Source: an optimization exercise on an open RTL-to-GDS flow (aim: small area and a short achievable clock period). Production flows keep margins and buffers that such runs may drop. Only simulation tests tie the RTL to the original design; equivalence was not proved. Power is estimated from default activity; no workload was simulated.

==> flow/design.v <==
module flash_cmd_trace #(
    parameter int DEPTH_LOG2 = 6,
    parameter int TS_WIDTH   = 24
) (
    input  logic        clk,
    input  logic        rst_n,
    input  logic [7:0]  mon_cmd,
    input  logic        mon_stb,
    input  logic [1:0]  wb_addr,
    output logic [31:0] wb_rdata,
    input  logic [31:0] wb_wdata,
    input  logic        wb_we,
    input  logic        wb_cyc,
    output logic        wb_ack
);
    localparam int DEPTH = 1 << DEPTH_LOG2;
    localparam int ADEPTH = DEPTH - 1;
    logic [TS_WIDTH-1:0]   ts;
    logic [31:0]           arr [ADEPTH];
    logic [31:0]           head;
    logic [7:0]            wr_hi, wr_lo;
    logic [7:0]            rd_hi, rd_lo;
    logic [DEPTH_LOG2:0]   level;
    logic [7:0]            drop_cnt;
    logic                  ovf;
    logic                  enable;
    logic                  empty;
    logic                  full;
    logic                  one;
    logic                  two;
    logic                  ctrl_wr;
    logic                  clr;
    logic                  pop;
    logic                  eligible;
    logic                  push;
    logic                  drop;
    logic                  inc;
    logic                  dec;
    logic                  filt_ok;
    logic                  arr_wr;
    logic [31:0]           entry;
    logic [31:0]           filt_rd;
    logic [31:0]           status;
    assign entry = {mon_cmd, 24'(ts)};
    assign ctrl_wr  = wb_ack & wb_we & (wb_addr == 2'd0);
    assign clr      = ctrl_wr & wb_wdata[1];
    assign pop      = wb_ack & ~wb_we & (wb_addr == 2'd1) & ~empty;
    assign eligible = mon_stb & enable & ~clr & filt_ok;
    assign push     = eligible & (~full | pop);
    assign drop     = eligible & full & ~pop;
    assign inc      = push & ~pop;
    assign dec      = pop & ~push;
    assign arr_wr   = push & ~empty & ~(one & pop);
    logic       filt_en;
    logic [7:0] filt_mask;
    logic [7:0] filt_match;
    assign filt_ok = ~filt_en | ((mon_cmd & filt_mask) == (filt_match & filt_mask));
    assign filt_rd = {15'b0, filt_en, filt_mask, filt_match};
    always_ff @(posedge clk or negedge rst_n) begin
        if (!rst_n) begin
            filt_en    <= 1'b0;
            filt_mask  <= 8'h00;
            filt_match <= 8'h00;
        end else if (wb_ack && wb_we && wb_addr == 2'd2) begin
            filt_en    <= wb_wdata[16];
            filt_mask  <= wb_wdata[15:8];
            filt_match <= wb_wdata[7:0];
        end
    end
    logic [31:0] stg;
    logic        stg_v;
    logic        byp;
    always_ff @(posedge clk) begin
        stg <= entry;
    end
    always_ff @(posedge clk or negedge rst_n) begin
        if (!rst_n) begin
            stg_v <= 1'b0;
            byp   <= 1'b0;
        end else begin
            stg_v <= arr_wr;
            byp   <= arr_wr & (one | (two & pop));
        end
    end
    always_ff @(posedge clk) begin
        for (int i = 0; i < ADEPTH; i++) begin
            if (stg_v && wr_hi[i / 8] && wr_lo[i % 8]) begin
                arr[i] <= stg;
            end
        end
    end
    logic [ADEPTH-1:0] rd_sel;
    logic [31:0]       arr_rd;
    always_comb begin
        for (int i = 0; i < ADEPTH; i++) begin
            rd_sel[i] = rd_hi[i / 8] & rd_lo[i % 8] & ~byp;
        end
    end
    for (genvar b = 0; b < 32; b++) begin : g_rdm
        logic [ADEPTH/3-1:0] grp_n;
        for (genvar g = 0; g < ADEPTH / 3; g++) begin : g_grp
            flash_cmd_trace_aoi222 u_aoi (
                .a0(arr[3*g][b]),   .s0(rd_sel[3*g]),
                .a1(arr[3*g+1][b]), .s1(rd_sel[3*g+1]),
                .a2(arr[3*g+2][b]), .s2(rd_sel[3*g+2]),
                .y(grp_n[g])
            );
        end
        assign arr_rd[b] = ~&grp_n | (stg[b] & byp);
    end
    always_ff @(posedge clk) begin
        if (pop || empty) begin
            head <= (empty || one) ? entry : arr_rd;
        end
    end
    logic [DEPTH_LOG2:0] lvl_up, lvl_dn;
    logic up_c, dn_c;
    always_comb begin
        up_c = 1'b1;
        dn_c = 1'b1;
        for (int b = 0; b <= DEPTH_LOG2; b++) begin
            lvl_up[b] = level[b] ^ up_c;
            lvl_dn[b] = level[b] ^ dn_c;
            up_c = up_c & level[b];
            dn_c = dn_c & ~level[b];
        end
    end
    logic wr_wrap, rd_wrap;
    assign wr_wrap = wr_hi[7] & wr_lo[6];
    assign rd_wrap = rd_hi[7] & rd_lo[6];
    always_ff @(posedge clk or negedge rst_n) begin
        if (!rst_n) begin
            ts       <= '0;
            wr_hi    <= 8'h01;
            wr_lo    <= 8'h01;
            rd_hi    <= 8'h01;
            rd_lo    <= 8'h01;
            level    <= '0;
            empty    <= 1'b1;
            one      <= 1'b0;
            two      <= 1'b0;
            full     <= 1'b0;
            drop_cnt <= 8'h00;
            ovf      <= 1'b0;
            enable   <= 1'b1;
            wb_ack   <= 1'b0;
        end else begin
            wb_ack <= wb_cyc & ~wb_ack;
            ts     <= clr ? '0 : ts + 1'b1;
            if (ctrl_wr) begin
                enable <= wb_wdata[0];
            end
            if (clr) begin
                wr_hi    <= 8'h01;
            wr_lo    <= 8'h01;
                rd_hi    <= 8'h01;
            rd_lo    <= 8'h01;
                level    <= '0;
                empty    <= 1'b1;
                one      <= 1'b0;
                two      <= 1'b0;
                full     <= 1'b0;
                drop_cnt <= 8'h00;
                ovf      <= 1'b0;
            end else begin
                if (stg_v) begin
                    wr_lo <= wr_wrap ? 8'h01 : {wr_lo[6:0], wr_lo[7]};
                    if (wr_wrap || wr_lo[7]) begin
                        wr_hi <= wr_wrap ? 8'h01 : {wr_hi[6:0], wr_hi[7]};
                    end
                end
                if (pop && !one) begin
                    rd_lo <= rd_wrap ? 8'h01 : {rd_lo[6:0], rd_lo[7]};
                    if (rd_wrap || rd_lo[7]) begin
                        rd_hi <= rd_wrap ? 8'h01 : {rd_hi[6:0], rd_hi[7]};
                    end
                end
                if (inc) begin
                    level <= lvl_up;
                    empty <= 1'b0;
                    one   <= empty;
                    two   <= one;
                    full  <= (level == 7'd63);
                end else if (dec) begin
                    level <= lvl_dn;
                    empty <= one;
                    one   <= two;
                    two   <= (level == 7'd3);
                    full  <= 1'b0;
                end
                if (drop) begin
                    ovf <= 1'b1;
                    if (drop_cnt != 8'hFF) begin
                        drop_cnt <= drop_cnt + 1'b1;
                    end
                end
            end
        end
    end
    assign status = {empty, full, ovf, enable, 4'b0, drop_cnt, 16'(level)};
    logic [3:0] ackc;
    logic [3:0] acknec;
    logic       empty_nx;
    assign empty_nx = clr | (dec ? one : (empty & ~inc));
    always_ff @(posedge clk or negedge rst_n) begin
        if (!rst_n) begin
            ackc   <= 4'b0;
            acknec <= 4'b0;
        end else begin
            for (int k = 0; k < 4; k++) begin
                ackc[k]   <= wb_cyc & ~ackc[k];
                acknec[k] <= wb_cyc & ~ackc[k] & ~empty_nx;
            end
        end
    end
    logic [31:0] sq, hq, fq;
    always_comb begin
        for (int i = 0; i < 32; i++) begin
            sq[i] = status[i] & ackc[i / 8];
            hq[i] = head[i] & acknec[i / 8];
            fq[i] = filt_rd[i] & ackc[i / 8];
        end
    end
    for (genvar i = 0; i < 32; i++) begin : g_rd
        if (i >= 24 && i <= 27) begin : g_h
            flash_cmd_trace_rd_h u_rd (.we(wb_we), .a(wb_addr), .h(hq[i]), .y(wb_rdata[i]));
        end else if (i >= 17) begin : g_sh
            flash_cmd_trace_rd_sh u_rd (.we(wb_we), .a(wb_addr), .s(sq[i]), .h(hq[i]), .y(wb_rdata[i]));
        end else if (i >= 7 && i <= 15) begin : g_hf
            flash_cmd_trace_rd_hf u_rd (.we(wb_we), .a(wb_addr), .h(hq[i]), .f(fq[i]), .y(wb_rdata[i]));
        end else begin : g_shf
            flash_cmd_trace_rd_shf u_rd (.we(wb_we), .a(wb_addr), .s(sq[i]), .h(hq[i]), .f(fq[i]),
                                         .y(wb_rdata[i]));
        end
    end
endmodule
module flash_cmd_trace_rd_h (
    input  logic       we,
    input  logic [1:0] a,
    input  logic       h,
    output logic       y
);
    assign y = ~we & ~a[1] & a[0] & h;
endmodule
module flash_cmd_trace_rd_sh (
    input  logic       we,
    input  logic [1:0] a,
    input  logic       s,
    input  logic       h,
    output logic       y
);
    assign y = ~we & ~a[1] & (a[0] ? h : s);
endmodule
module flash_cmd_trace_rd_hf (
    input  logic       we,
    input  logic [1:0] a,
    input  logic       h,
    input  logic       f,
    output logic       y
);
    assign y = ~we & (a[0] ^ a[1]) & (a[0] ? h : f);
endmodule
module flash_cmd_trace_rd_shf (
    input  logic       we,
    input  logic [1:0] a,
    input  logic       s,
    input  logic       h,
    input  logic       f,
    output logic       y
);
    assign y = ~we & ~(a[0] & a[1]) & (a[0] ? h : (a[1] ? f : s));
endmodule
module flash_cmd_trace_aoi222 (
    input  logic a0,
    input  logic s0,
    input  logic a1,
    input  logic s1,
    input  logic a2,
    input  logic s2,
    output logic y
);
    assign y = ~((a0 & s0) | (a1 & s1) | (a2 & s2));
endmodule
clock: 6.0 ns
lec_check: 0
cap_margin: 20
core_margin: 2
core_utilization: 50
cts_cluster_diameter: 70
cts_cluster_size: 24
setup_slack_margin: 2.75
slew_margin: 20
synth_hierarchical: 1
standard.sh (not shown) runs the stock make flow with config.mk's settings and CLKGATE_MAP_FILE= SYNTH_SCRIPT=/design/flow/synth_recipe.tcl, a recipe that flattens the netlist after the stock synthesis.
==> flow/flow/run.sh <==
#!/bin/bash
# The standard layout (the standard.sh, all steps unchanged) except that the ports are
# buffered with sky130_fd_sc_hd__buf_8 instead of the cell buffer_ports picks by default
# (a weak delay buffer, which makes the placement-stage repair build buffer trees behind the
# input ports). Every port still gets its own buffer. standard.sh keeps each ORFS step's log
# under orfs/logs; its own output goes to standard.log.
export BUFFER_PORTS_ARGS="-buffer_cell sky130_fd_sc_hd__buf_8"
bash standard.sh > standard.log 2>&1
Edit:
==> flow/run.sh (new file) <==
#!/bin/bash
# synth_recipe.tcl (not shown) runs the flow's synth.tcl, then flattens the netlist and writes it again
# the make line also repeats each setting of config.mk as NAME=value (left out here)
make -C /OpenROAD-flow-scripts/flow DESIGN_CONFIG=/design/flow/config.mk WORK_HOME=/design/flow/orfs CLKGATE_MAP_FILE= SYNTH_SCRIPT=/design/flow/synth_recipe.tcl finish
Settings changed: CAP_MARGIN 20 to 5, SLEW_MARGIN 20 to 5.
removed: flow/flow/run.sh
removed: flow/standard.sh
The changed run completed without violations.
Cell area shrinks by 0.39%.
Register-to-register slack barely changes.
Non-clock buffer count grows by 29.
Critical path depth shrinks by 5.
Count of clock-buffer cells in the layout shrinks by 20.
Routed wire length shrinks by 0.45%.
Maximum frequency shrinks by 1.7%.
Edit:
Settings changed: CAP_MARGIN 5 to 20, CORE_UTILIZATION 50 to 60, SLEW_MARGIN 5 to 20.
Wire length hardly moves.
Final cell count is lower by a few percent.
Worst hold slack degrades by 0.0088 ns.
Total power is lower slightly.
Design area is about the same.
Sequential power hardly moves.
Edit:
Settings changed: CORE_UTILIZATION 60 to 50, SETUP_SLACK_MARGIN 2.75 to 3.0.
What happened: Routed wire length is higher by 3.0%; clock-buffer cell count came out higher by 15; setup slack improves by 0.096 ns; maximum frequency rises by 2.9%; utilization drops by 10 points.
Edit:
==> flow/flow/run.sh (new file) <==
#!/bin/bash
# The standard layout (the standard.sh, all steps unchanged) except that the ports are
# buffered with sky130_fd_sc_hd__buf_4 instead of the cell buffer_ports picks by default
# (a weak delay buffer, which makes the placement-stage repair build buffer trees behind the
# input ports). Every port still gets its own buffer. standard.sh keeps each ORFS step's log
# under orfs/logs; its own output goes to standard.log.
export BUFFER_PORTS_ARGS="-buffer_cell sky130_fd_sc_hd__buf_4"
bash standard.sh > standard.log 2>&1
==> flow/standard.sh (new file) <==
#!/bin/bash
# synth_recipe.tcl (not shown) runs the flow's synth.tcl, then flattens the netlist and writes it again
# the make line also repeats each setting of config.mk as NAME=value (left out here)
make -C /OpenROAD-flow-scripts/flow DESIGN_CONFIG=/design/flow/config.mk WORK_HOME=/design/flow/orfs CLKGATE_MAP_FILE= SYNTH_SCRIPT=/design/flow/synth_recipe.tcl "${@:-finish}"
Settings changed: SETUP_SLACK_MARGIN 3.0 to 2.75.
removed: flow/run.sh
What happened: The changed run went through all stages and came out clean. Cell count shrinks slightly. Routed wire length shrinks by a few percent. Sequential power hardly moves. Setup slack is worse by 0.060 ns. First-iteration DRC count grows by a few percent. Clock power shrinks slightly. Total power shrinks slightly. Non-clock buffer count shrinks by 103. Utilization shrinks by 1.7 points.
Edit:
==> flow/run.sh (new file) <==
#!/bin/bash
# synth_recipe.tcl (not shown) runs the flow's synth.tcl, then flattens the netlist and writes it again
# the make line also repeats each setting of config.mk as NAME=value (left out here)
make -C /OpenROAD-flow-scripts/flow DESIGN_CONFIG=/design/flow/config.mk WORK_HOME=/design/flow/orfs CLKGATE_MAP_FILE= SYNTH_SCRIPT=/design/flow/synth_recipe.tcl finish
removed: flow/flow/run.sh
removed: flow/standard.sh
=> The changed run completed without violations. First-iteration DRC count rose by 0.33%. Synthesized area does not change. Clock-buffer cell count fell by 18. Worst setup slack is worse by 0.027 ns. Sequential share of layout area hardly moves. Routed wire length stays flat. Non-clock buffer count rose by 12. Register-to-register slack is worse by 0.07 ns. Hold slack barely changes. Die area is unchanged.

[what the ideal ports hide]
The flow's constraints put no driver on any port. The routed layouts listed below were extracted and timed again, unchanged, in two steps. Step 1, drivers: a clkbuf_16 drives clk and a buf_2 each remaining input, both assumed. Step 2 times the ports against the registers' clock, not the clock port: input delays grow and output delays shrink by t, the midpoint of the rising clock arrivals with the driver on. a / b / c = ideal ports / drivers / drivers and shift; a / b = the first two.
| run | shift t [ns] | slack for setup (ns) | worst hold slack (ns) | worst setup path after step 2 | worst register clock-pin slew, ns |
|---|---|---|---|---|---|
| the first run | 0.865 | 2.666 / 2.593 / 2.185 | 0.431 / 0.410 / 0.431 | input to register | 0.09 / 0.09 |
| the second run | 0.853 | 2.608 / 2.514 / 1.956 | 0.433 / 0.433 / 0.433 | input to register | 0.10 / 0.10 |
| the third run | 0.831 | 2.649 / 2.593 / 2.021 | 0.424 / 0.424 / 0.424 | input to register | 0.10 / 0.10 |
| the fourth run | 0.865 | 2.745 / 2.458 / 2.123 | 0.369 / 0.308 / 0.430 | input to register | 0.10 / 0.10 |
| the fifth run | 0.873 | 2.685 / 2.594 / 2.174 | 0.439 / 0.439 / 0.439 | input to register | 0.10 / 0.10 |
| the sixth run | 0.843 | 2.658 / 2.563 / 1.969 | 0.438 / 0.438 / 0.438 | input to register | 0.10 / 0.10 |
After both steps every run listed still meets setup and hold. The setup slack of the sixth run, which loses most, moves by -0.095 ns with the drivers and by -0.689 ns with both steps.
